This design comes from an exercise in tuning for small area on the open sky130 flow, not from production work. Only simulation tests tie the RTL to the original design; equivalence was not proved. Power figures rest on the tool's default switching activity, not on a simulated workload. The flow treats the clock pin as an ideal source, which a real chip does not have.

job 9741:
==> flow/design.v (excerpt) <==
module conv_interleaver_commutator #(
  parameter int unsigned WIDTH    = 8,
  parameter int unsigned BRANCHES = 12,
  parameter int unsigned DEPTH_M  = 8
) (
  input  logic             clk,
  input  logic             reset,
  input  logic             in_valid,
  input  logic [WIDTH-1:0] in_data,
  input  logic             in_sync,
  output logic             in_ready,
  input  logic             out_ready,
  output logic             out_valid,
  output logic [WIDTH-1:0] out_data,
  output logic             out_sync,
  output logic [3:0]       out_branch,
  output logic             sync_err
);
Size in the first run: about 4700 cells after synthesis, ~29 I/O pins, roughly 0.13 mm2 of cells after synthesis.
clock: 8.0 ns
lec_check: 0
cap_margin: 10
core_margin: 2
core_utilization: 65
cts_cluster_diameter: 100
cts_cluster_size: 30
gpl_timing_driven: 0
slew_margin: 10
run.sh (not shown) runs the stock make flow with config.mk's settings and CLKGATE_MAP_FILE= SYNTH_SCRIPT=/design/flow/synth_recipe.tcl, a recipe that flattens the netlist after the stock synthesis.
Job 9741 was carried through to the last stage, and its layout satisfied the timing, DRC and antenna checks.
Modified inputs, job 6144 compared to job 9741
- GPL_TIMING_DRIVEN removed (was 0)
- CAP_MARGIN changed from 10 to 20
- CORE_UTILIZATION changed from 65 to 40
- SLEW_MARGIN changed from 10 to 20
--- outcome ---
Diff job 9741 -> job 6144: global-route usage now smaller, total wirelength of the detailed-routed design now larger, final critical-path share of the clock period now smaller, fraction of area in registers comparable, clock insertion delay at the later pin of the skew report now larger. Changes observed in job 6144 relative to job 9741: number of logic stages on the critical path including buffering lower; worst-case clock buffer depth higher. Job 6144 vs job 9741: peak supply drop down.
#### Input delta (job 5214 over job 6144)
- CORE_UTILIZATION now 65, was 40
- CTS_CLUSTER_SIZE no longer set, was 30
- CTS_CLUSTER_DIAMETER no longer set, was 100
==> flow/flow/run.sh (new file) <==
#!/bin/bash
# The standard layout, with two changes: clock tree synthesis clusters up to 30 sinks within
# 100 um per leaf buffer and inserts no dummy loads, and the port buffers are buf_1 cells.
set -euo pipefail
export CTS_ARGS="-sink_clustering_enable -repair_clock_nets -sink_clustering_size 30 -sink_clustering_max_diameter 100 -dont_use_dummy_load"
export BUFFER_PORTS_ARGS="-buffer_cell sky130_fd_sc_hd__buf_1"
bash standard.sh > standard.log 2>&1
==> flow/standard.sh (new file) <==
#!/bin/bash
# synth_recipe.tcl (not shown) runs the flow's synth.tcl, then flattens the netlist and writes it again
# the make line also repeats each setting of config.mk as NAME=value (left out here)
make -C /OpenROAD-flow-scripts/flow DESIGN_CONFIG=/design/flow/config.mk WORK_HOME=/design/flow/orfs CLKGATE_MAP_FILE= SYNTH_SCRIPT=/design/flow/synth_recipe.tcl "${@:-finish}"
removed: flow/run.sh
Results
- Comparing job 6144 with job 5214, the area share of buffers outside the clock network came out essentially unchanged.
- Cmp job 6144 and job 5214 / worst-case clock buffer depth / lower: job 5214
- Job 5214 has placed cell count below what job 6144 had.
- Between job 6144 and job 5214, maximum resistive drop on vdd is lower for job 6144, job 5214 comes in above that.
- Max time the final worst path needs with I/O delays and setup across job 6144 and job 5214: job 6144
- Met2 usage in global routing: job 6144 and job 5214 compared, lower one is job 6144
- Core utilization, job 6144 and job 5214, higher one = job 5214.
- Of the two values seen for highest metal layer with signal wires, met4 was produced by job 6144 and met5 by job 5214.
- Compared with job 6144, job 5214 instantiates a smaller number of cells.

The RTL this note starts from:
==> flow/design.v <==
module conv_interleaver_commutator #(
  parameter int unsigned WIDTH    = 8,
  parameter int unsigned BRANCHES = 12,
  parameter int unsigned DEPTH_M  = 8
) (
  input  logic             clk,
  input  logic             reset,
  input  logic             in_valid,
  input  logic [WIDTH-1:0] in_data,
  input  logic             in_sync,
  output logic             in_ready,
  input  logic             out_ready,
  output logic             out_valid,
  output logic [WIDTH-1:0] out_data,
  output logic             out_sync,
  output logic [3:0]       out_branch,
  output logic             sync_err
);
  logic             r_out_valid;
  logic [WIDTH-1:0] r_out_data;
  logic             r_out_sync;
  logic [3:0]       r_out_branch;
  logic             r_sync_err;
  logic             w_accept;
  logic [3:0]       w_cnt;
  logic             w_misalign;
  logic [3:0]       w_branch;
  logic [BRANCHES-1:0][WIDTH-1:0] w_rd_data;
  logic [BRANCHES-1:0]            w_full;
  assign in_ready   = out_ready | ~r_out_valid;
  assign w_accept   = in_valid & in_ready;
  assign w_cnt      = (r_out_branch == 4'(BRANCHES - 1)) ? '0 : r_out_branch + 4'd1;
  assign w_misalign = in_sync & (w_cnt != '0);
  assign w_branch   = w_misalign ? '0 : w_cnt;
  assign w_rd_data[0] = in_data;
  assign w_full[0]    = 1'b1;
  for (genvar b = 1; b < BRANCHES; b++) begin : g_branch
    localparam int unsigned DEP = b * DEPTH_M;
    localparam int unsigned W   = $clog2(DEP + 1);
    localparam bit          POW = (DEP == (1 << (W - 1)));
    localparam logic [W-1:0] FILL0 = POW ? '0 : W'((1 << W) - DEP);
    logic [DEP*WIDTH-1:0] r_sr;
    logic [W-1:0]         r_fill;
    logic                 w_sel;
    assign w_sel        = w_accept && (w_branch == 4'(b));
    assign w_full[b]    = POW ? r_fill[W-1] : (r_fill == '0);
    assign w_rd_data[b] = r_sr[DEP*WIDTH-1 -: WIDTH];
    always_ff @(posedge clk) begin
      if (w_sel) r_sr <= {r_sr[(DEP-1)*WIDTH-1:0], in_data};
    end
    logic [W-1:0] w_fill_next;
    always_comb begin
      logic t;
      t = w_sel & ~w_full[b];
      for (int i = 0; i < W; i++) begin
        w_fill_next[i] = r_fill[i] ^ t;
        t = t & r_fill[i];
      end
    end
    always_ff @(posedge clk or negedge reset) begin
      if (!reset)                   r_fill <= FILL0;
      else                          r_fill <= w_fill_next;
    end
  end
  always_ff @(posedge clk or negedge reset) begin
    if (!reset) begin
      r_out_valid  <= 1'b0;
      r_out_branch <= 4'(BRANCHES - 1);
      r_sync_err   <= 1'b0;
    end else if (w_accept) begin
      r_out_valid  <= 1'b1;
      r_out_branch <= w_branch;
      r_sync_err   <= w_misalign;
    end else if (out_ready) begin
      r_out_valid  <= 1'b0;
      r_sync_err   <= 1'b0;
    end
  end
  always_ff @(posedge clk) begin
    if (w_accept) begin
      r_out_data   <= w_rd_data[w_branch] & {WIDTH{w_full[w_branch]}};
      r_out_sync   <= in_sync;
    end
  end
  assign out_valid  = r_out_valid;
  assign out_data   = r_out_data;
  assign out_sync   = r_out_sync;
  assign out_branch = r_out_branch;
  assign sync_err   = r_sync_err;
endmodule
==> flow/config.mk <==
export PLATFORM = sky130hd
export DESIGN_NAME = conv_interleaver_commutator
export DESIGN_NICKNAME = conv_interleaver_commutator
export VERILOG_FILES = /design/flow/design.v
export SDC_FILE = /design/flow/constraint.sdc
export NUM_CORES = 4
export LEC_CHECK = 0
export CAP_MARGIN = 20
export CORE_MARGIN = 2
export CORE_UTILIZATION = 65
export SLEW_MARGIN = 20
==> flow/constraint.sdc <==
create_clock -name core_clock -period 8.0 [get_ports {clk}]
set_input_delay 1.6000 -clock core_clock [delete_from_list [all_inputs] [get_ports {clk}]]
set_output_delay 1.6000 -clock core_clock [all_outputs]
set_load 0.01 [all_outputs]
standard.sh (not shown) runs the stock make flow with config.mk's settings and CLKGATE_MAP_FILE= SYNTH_SCRIPT=/design/flow/synth_recipe.tcl, a recipe that flattens the netlist after the stock synthesis.
==> flow/flow/run.sh <==
#!/bin/bash
# The standard layout, with two changes: clock tree synthesis clusters up to 30 sinks within
# 80 um per leaf buffer, builds the upper tree from clkbuf_4 cells and inserts no dummy loads;
# and the port buffers are buf_1 cells.
set -euo pipefail
export CTS_ARGS="-sink_clustering_enable -repair_clock_nets -sink_clustering_size 30 -sink_clustering_max_diameter 80 -tree_buf sky130_fd_sc_hd__clkbuf_4 -dont_use_dummy_load"
export BUFFER_PORTS_ARGS="-buffer_cell sky130_fd_sc_hd__buf_1"
bash standard.sh > standard.log 2>&1
Rerun with:
--- a/flow/config.mk
+++ b/flow/config.mk
@@ -8,4 +8,4 @@
 export CAP_MARGIN = 20
 export CORE_MARGIN = 2
-export CORE_UTILIZATION = 65
+export CORE_UTILIZATION = 70
 export SLEW_MARGIN = 20
The changed run completed without violations. Synthesized area stays the same. Power shrinks slightly. Fmax grows slightly. Routed wire length shrinks by a few percent. Non-clock buffer count shrinks by 12. Final area hardly moves. Utilization grows by 5.2 points. Worst hold slack gets worse by 0.025 ns.

## separate check: timing with driven ports
The results above use ideal ports. As a check the final layouts listed here were re-extracted and re-timed, cells and wires unchanged.
Step 1 sets driving cells, clkbuf_16 on the clock port and buf_2 on the other inputs (assumed; they add their load-dependent delay and slew).
Step 2 adds t to the input delays and takes it off the output delays; t is the mean of the earliest and latest rising clock arrival at the registers after step 1. Input paths then give back, and output paths get back, about the clock's delay inside the block.
Slacks: ideal ports / drivers / drivers and shift; pairs: ideal ports / drivers.
| run | t (ns) | setup slack, ns | latest minus earliest clock arrival (ns) |
|---|---|---|---|
| job 9741 | 0.897 | 2.341 / 2.404 / 1.506 | 0.033 / 0.033 |
| job 6144 | 0.921 | 3.382 / 3.437 / 2.516 | 0.086 / 0.086 |
| job 5214 | 0.869 | 3.503 / 3.560 / 2.691 | 0.058 / 0.058 |
| the first run of note 2 | 1.026 | 2.918 / 2.918 / 2.616 | 0.102 / 0.103 |
| the second run of note 2 | 1.030 | 3.015 / 3.015 / 2.399 | 0.121 / 0.122 |
After both steps setup and hold are still met in every run listed. For job 6144, which loses most, drivers alone change the setup slack by +0.055 ns; drivers and shift together by -0.866 ns.
